Source: an optimization exercise on an open RTL-to-GDS flow (aim: small area). Production flows keep margins and buffers that such runs may drop.
Function not checked in this run: the RTL went through the layout flow alone.
No activity file was given, so power comes from the tool's default toggle rates.

<file path="flow/design.v">
module mnist_pixel_loader #(
  parameter int NUM_PIXELS = 784,
  parameter int PIX_W      = 8,
  parameter int THRESH     = 128,
  parameter int TIMEOUT    = 20000
) (
  input  logic                  clk,
  input  logic                  rst_n,
  input  logic                  pix_valid,
  output logic                  pix_ready,
  input  logic [PIX_W-1:0]      pix_data,
  input  logic                  pix_last,
  output logic [NUM_PIXELS-1:0] image_bits,
  output logic                  fp_start,
  input  logic                  fp_done,
  output logic                  busy,
  output logic                  frame_err,
  output logic                  fp_timeout,
  output logic [15:0]           frame_count
);
  localparam int N = 28;   
  localparam logic [4:0] L_LAST = 5'h06, M_LAST = 5'h1f;
  localparam logic [4:0] WD_E = 5'h09, M_E = 5'h1f;
  localparam logic [4:0] WD_R = 5'h15, M_R = 5'h15;
  localparam logic [4:0] WD_C = 5'h12, M_C = 5'h12;
  function automatic logic [4:0] lfsr(input logic [4:0] x);
    lfsr = {x[3:0], ~(x[4] ^ x[2])};
  endfunction
  function automatic logic [N-1:0] decode(input logic [4:0] x);
    logic [N-1:0] sel;
    sel = '0;
    case (x)
      5'h00: sel[0] = 1'b1;
      5'h01: sel[1] = 1'b1;
      5'h03: sel[2] = 1'b1;
      5'h07: sel[3] = 1'b1;
      5'h0e: sel[4] = 1'b1;
      5'h1c: sel[5] = 1'b1;
      5'h19: sel[6] = 1'b1;
      5'h12: sel[7] = 1'b1;
      5'h04: sel[8] = 1'b1;
      5'h08: sel[9] = 1'b1;
      5'h11: sel[10] = 1'b1;
      5'h02: sel[11] = 1'b1;
      5'h05: sel[12] = 1'b1;
      5'h0a: sel[13] = 1'b1;
      5'h15: sel[14] = 1'b1;
      5'h0b: sel[15] = 1'b1;
      5'h17: sel[16] = 1'b1;
      5'h0f: sel[17] = 1'b1;
      5'h1e: sel[18] = 1'b1;
      5'h1d: sel[19] = 1'b1;
      5'h1b: sel[20] = 1'b1;
      5'h16: sel[21] = 1'b1;
      5'h0d: sel[22] = 1'b1;
      5'h1a: sel[23] = 1'b1;
      5'h14: sel[24] = 1'b1;
      5'h09: sel[25] = 1'b1;
      5'h13: sel[26] = 1'b1;
      5'h06: sel[27] = 1'b1;
      default: sel = '0;
    endcase
    decode = sel;
  endfunction
  logic [NUM_PIXELS-1:0] image_q;
  logic [4:0]            col_q, row_q, ext_q;
  logic [15:0]           frame_count_q;
  logic                  pix_ready_q, busy_q, fp_start_q, frame_err_q, fp_timeout_q;
  logic s_fill, s_drop, s_wait;
  logic xfer, wr, col_end, row_end, hit_pix, hit_wd;
  logic launch_d, stay_wait, adv, clr;
  logic [N-1:0] row_sel, row_keep, col_set;
  assign s_fill = pix_ready_q & ~busy_q;
  assign s_drop = pix_ready_q & busy_q;
  assign s_wait = ~pix_ready_q & ~fp_start_q;
  assign xfer    = pix_valid & pix_ready_q;
  assign wr      = s_fill & xfer;
  assign col_end = ((col_q ^ L_LAST) & M_LAST) == '0;
  assign row_end = ((row_q ^ L_LAST) & M_LAST) == '0;
  assign hit_pix = col_end & row_end;
  assign hit_wd  = (((ext_q ^ WD_E) & M_E) == '0) & (((row_q ^ WD_R) & M_R) == '0) &
                   (((col_q ^ WD_C) & M_C) == '0);
  assign launch_d  = wr & pix_last & hit_pix;
  assign stay_wait = s_wait & ~fp_done & ~hit_wd;
  assign adv       = (wr & ~pix_last & ~hit_pix) | fp_start_q | stay_wait;
  assign clr       = (wr & (pix_last | hit_pix)) | (s_wait & ~stay_wait);
  always_ff @(posedge clk or negedge rst_n) begin
    if (!rst_n) begin
      col_q <= '0;
      row_q <= '0;
    end else if (clr) begin
      col_q <= '0;
      row_q <= '0;
    end else if (adv) begin
      col_q <= col_end ? 5'd0 : lfsr(col_q);
      if (col_end) row_q <= row_end ? 5'd0 : lfsr(row_q);
    end
  end
  always_ff @(posedge clk) begin
    if (clr) ext_q <= '0;
    else if (adv & col_end & row_end) ext_q <= lfsr(ext_q);
  end
  assign row_sel  = decode(row_q);
  assign row_keep = ~(row_sel & {N{wr & (col_q == 5'd0)}});
  assign col_set  = decode(col_q) & {N{wr & pix_data >= PIX_W'(THRESH)}};
  always_ff @(posedge clk) begin
    for (int r = 0; r < N; r++)
      for (int c = 0; c < N; c++)
        image_q[r*N+c] <= (image_q[r*N+c] & row_keep[r]) | (row_sel[r] & col_set[c]);
  end
  always_ff @(posedge clk or negedge rst_n) begin
    if (!rst_n) begin
      frame_count_q <= '0;
      pix_ready_q   <= 1'b1;
      busy_q        <= 1'b0;
      fp_start_q    <= 1'b0;
      frame_err_q   <= 1'b0;
      fp_timeout_q  <= 1'b0;
    end else begin
      if (s_wait & fp_done) frame_count_q <= frame_count_q + 16'd1;
      fp_start_q    <= launch_d;
      pix_ready_q   <= ~(launch_d | fp_start_q | stay_wait);
      busy_q        <= launch_d | fp_start_q | stay_wait |
                       (wr & ~pix_last & hit_pix) |
                       (s_drop & ~(xfer & pix_last));
      frame_err_q   <= wr & (pix_last ^ hit_pix);
      fp_timeout_q  <= s_wait & ~fp_done & hit_wd;
    end
  end
  assign pix_ready   = pix_ready_q;
  assign image_bits  = image_q;
  assign fp_start    = fp_start_q;
  assign busy        = busy_q;
  assign frame_err   = frame_err_q;
  assign fp_timeout  = fp_timeout_q;
  assign frame_count = frame_count_q;
endmodule
</file>
<file path="flow/flow/run.sh">
#!/bin/bash
# The standard layout (standard.sh: the standard synthesis, floorplan, placement, CTS,
# routing) with two changes:
#  - port buffers are the smallest buffer, buf_1, instead of the cell buffer_ports picks;
#  - clock tree: clkbuf_8 leaf clusters of at most 16 sinks and 60 um, no dummy loads.
# All make/tool output goes to flow_run.log here; ORFS's per-step logs are under orfs/logs/.
set -euo pipefail
bash standard.sh \
  BUFFER_PORTS_ARGS="-buffer_cell sky130_fd_sc_hd__buf_1" \
  CTS_ARGS="-sink_clustering_enable -repair_clock_nets -dont_use_dummy_load -buf_list sky130_fd_sc_hd__clkbuf_8 -sink_clustering_size 16 -sink_clustering_max_diameter 60" \
  finish > flow_run.log 2>&1
</file>
<file path="flow/standard.sh">
#!/bin/bash
# synth_recipe.tcl (not shown) runs the flow's synth.tcl, then flattens the netlist and writes it again
# the make line also repeats each setting of config.mk as NAME=value (left out here)
make -C /OpenROAD-flow-scripts/flow DESIGN_CONFIG=/design/flow/config.mk WORK_HOME=/design/flow/orfs CLKGATE_MAP_FILE= SYNTH_SCRIPT=/design/flow/synth_recipe.tcl "${@:-finish}"
</file>
<file path="flow/config.mk">
export PLATFORM = sky130hd
export DESIGN_NAME = mnist_pixel_loader
export DESIGN_NICKNAME = mnist_pixel_loader
export VERILOG_FILES = /design/flow/design.v
export SDC_FILE = /design/flow/constraint.sdc
export NUM_CORES = 4
export LEC_CHECK = 0
export CAP_MARGIN = 20
export CORE_MARGIN = 2
export CORE_UTILIZATION = 40
export SLEW_MARGIN = 20
</file>
<file path="flow/constraint.sdc">
create_clock -name core_clock -period 5.0 [get_ports {clk}]
set_input_delay 1.0000 -clock core_clock [delete_from_list [all_inputs] [get_ports {clk}]]
set_output_delay 1.0000 -clock core_clock [all_outputs]
set_load 0.01 [all_outputs]
</file>
==> summary.txt <==
cells on worst reg2reg path=4; slowest cell on the critical path=nor2_1; reg2reg setup slack=1470 ps; Distinct cells, synth=47; CTS resizes=0; CP arrival=4130 ps; Critical Path Stages=4; area grow syn2layout=17.66%; cell with the most instances after synthesis=dfxtp_1; row count=93; Rel. slew slack=23.57%; switching share of power=22.17%; Post-DRT Antenna Nets=0; final period utilization=70.69%; Total GRT Usage=30.23%; Worst R2R End=image_q[588]; Cell Area, Synth=25920 um^2; GP Congestion=0.8880; TNS Setup=0 ps; DR iter-0 viols=2346; Routed Wire Length=105.8 mm; Final Hold Fails=0; met2 routed wirelength=49.35 mm; GR Overflow Total=0; Seq/Total Area, Yosys=63.94%; Die Y=258.6 um; Achievable Freq=282.9 MHz; Tightest Pin Transition=1144 ps; top layer in use=met4; hold buffers post-CTS=0; 1st-pass router iterations=5; final critical-path required period=3535 ps; static leakage=10.81 nW; top_reg_cell synth=dfxtp_1; Yosys top cell by area=dfxtp_1; Crit Path Class=register to register; Largest stage delay, worst path=880 ps; RSZ-0062 raised after global routing=no; Starting Density=40.35%; Worst Skew=79.64 ps; I/O Pins=818; TritonCTS clock tree=built; P_int=7.666 mW; die width=258.6 um; # fillers=6205; Buf+Inv Stages, Crit Path=0; deepest clock path buffer count=3; largest net degree at the start of global routing=32; Finish-stage setup viols=0; Pins Over Slew Limit=0; worst skew pair latency=720 ps; Syn Inst Count=2438; die area=66850 um^2; share of cells above drive strength 1=5.701%; Sequential Power Share=66.8%; Avg WL per Cell=26.26 um; ys async rst share=3.780%; worst hold path type=input pin to async pin; Root Buffer=clkbuf_8; clk sink count=820; Peak supply drop=0.2270 mV; Synth warnings=1; nature of the critical path endpoint=register; final net count=3192; Clk pwr share=31.3%; final core utilization=47.48%; Yosys reg bits=820; initial antenna violation count=9; Post-synth EDFFs=0; synth cell count leaders=789 x dfxtp_1, 464 x nand2_1, 379 x o21ai_0, 309 x a22o_1, 108 x clkbuf_1; cell area power density=323.0 nW/um^2; startpoint types=register; P_sw=2.183 mW; metal3 WL=10.14 mm; status=no timing/DRC/antenna violations; synth top area cells=dfxtp_1 61%, a22o_1 10%, o21ai_0 7.3%, nand2_1 6.7%, dfrtp_1 2.9%; clock-pin slew on the worst setup and hold paths=100 ps; delay-heaviest family, CP=simple AND/OR/NAND/NOR gates; HPWL Detailed=73.94 mm; post-synth top area share=60.94%; Tot Pwr=9.850 mW; critical path, cell by cell=nand3b_1, nor2_1, nand2_2, mux2_2; DRC viols=0; Post-CTS Setup Repair Bufs=0; vias in the first global route=21.49k; IO Port Bufs=810; met1 wire length=41.26 mm; Logic pwr share=1.9%; H-Tree Depth=2; first-pass GRT wire length=150.3 mm; CTS Buf Count=60; Crit Path Max Fanout=28; Crit path required time=5590 ps; total number of vias=22.58k; Via density=5.601; Core Region=64230 um^2; Synthesized Nets=2453; RR Startpoint=row_q[2]; MaxCap Viol Count=0; syn avg cell area=10.63 um^2
[how the worst max path moves through the flow]
stage | from | end
2_1_floorplan | pix_valid | image_q[563]
3_3_place_gp | pix_valid | image_q[308]
3_5_place_dp | pix_valid | image_q[420]
4_1_cts | row_q[2] | image_q[588]
5_1_grt | row_q[2] | image_q[588]
6_report | row_q[2] | image_q[588]
[through the flow]
step                cell area [um^2]  hold WS [ps]  instances  worst slack, ps
floorplan                      25920         473.8       2438             2548
global placement               29570         436.9       3966             1423
detailed placement             29570         439.8       3966             1372
CTS                            30400         276.8       4026             1486
global route                   30500         326.9       4031             1339
finish                         30500         322.8       4031             1465
[metal layers]
layer  global-route usage, %  vias to the layer above
met4                   14.07                        0
met5                       0                        -
met3                   8.128                      264
li1                        -                     9975
met1                   36.83                    11035
met2                   49.84                     1305
[cells in the final DEF (no fill, tap or decap), drive strengths merged, types with 2 or more instances in the layout]
cell	n
a21o	2
a21oi	2
a22o	309
and2	6
and3	7
and3b	3
and4	3
buf	846
clkbuf	61
dfrtp	30
dfxtp	789
ha	2
inv	4
mux2	29
mux2i	14
nand2	475
nand2b	2
nand3	11
nand3b	4
nand4	6
nor2	72
nor2b	5
nor3	4
nor3b	5
nor4	2
o21ai	379
o22ai	2
o2bb2ai	70
or2	4
or3	2
or3b	2
xnor2	16
xor2	2
[layout make-up]
| class | count | area, um^2 | share of cell area [%] |
|---|---|---|---|
| well taps | 855 | 1070 | 3.508 |
| inverters | 4 | 15.01 | 0.04923 |
| clock buffers | 60 | 825.8 | 2.708 |
| flip-flops and latches | 820 | 16570 | 54.34 |
| diodes | 1 | 2.502 | 0.008205 |
| multi-input cells | 1444 | 8632 | 28.30 |
| repair buffers | 847 | 3379 | 11.08 |
[flip-flops by register name, indices dropped and copies added, names as in the netlist]
register	flops
col_q	5
image_q	784
ext_q	5
fp_timeout_q	1
busy_q	1
row_q	5
frame_err_q	1
frame_count_q	16
pix_ready_q	1
fp_start_q	1
[power by group through the flow]
stage	Sequential, mW	Combinational [mW]	Clock (mW)
after floorplan	6.73	0.103	0
after global placement	6.73	0.177	0
after detailed placement	6.73	0.180	0
after CTS	6.58	0.180	3.13
after global routing	6.59	0.196	3.37
final	6.58	0.183	3.08
[kinds of logic after synthesis]
family	after synthesis	share of synthesized area, %
AND/OR/NAND/NOR	615	10.31
flip-flops	820	63.94
XOR/XNOR	18	0.6083
adder cells (fa/ha/maj)	2	0.09653
multiplexers	43	1.801
AO/OA/AOI/OAI	766	20.34
buffers and inverters	174	2.906

## static timing again, ports no longer ideal
In the flow no input, the clock included, has a driving cell. The finished layout below was timed again as built, in two steps.
Step 1 sets driving cells, clkbuf_16 on the clock port and buf_2 on the other inputs (assumed; they add their load-dependent delay and slew).
Step 2, shift: input delay + t, output delay - t, t = (earliest + latest rising clock arrival at the registers) / 2. This alone moves slack from input paths to output paths.
Slacks: no drivers / after step 1 / after step 2; pairs: no drivers / after step 1.
t, ns: 0.740
slack for setup (ns): 1.465 / 1.465 / 1.310
worst setup path after step 2: input to register
worst register clock-pin slew, ns: 0.10 / 0.10
worst slew at a driven data input, ns: 0.06
After both steps this run still meets setup and hold. For this run, drivers alone change the setup slack by 0.000 ns; drivers and shift together by -0.155 ns.
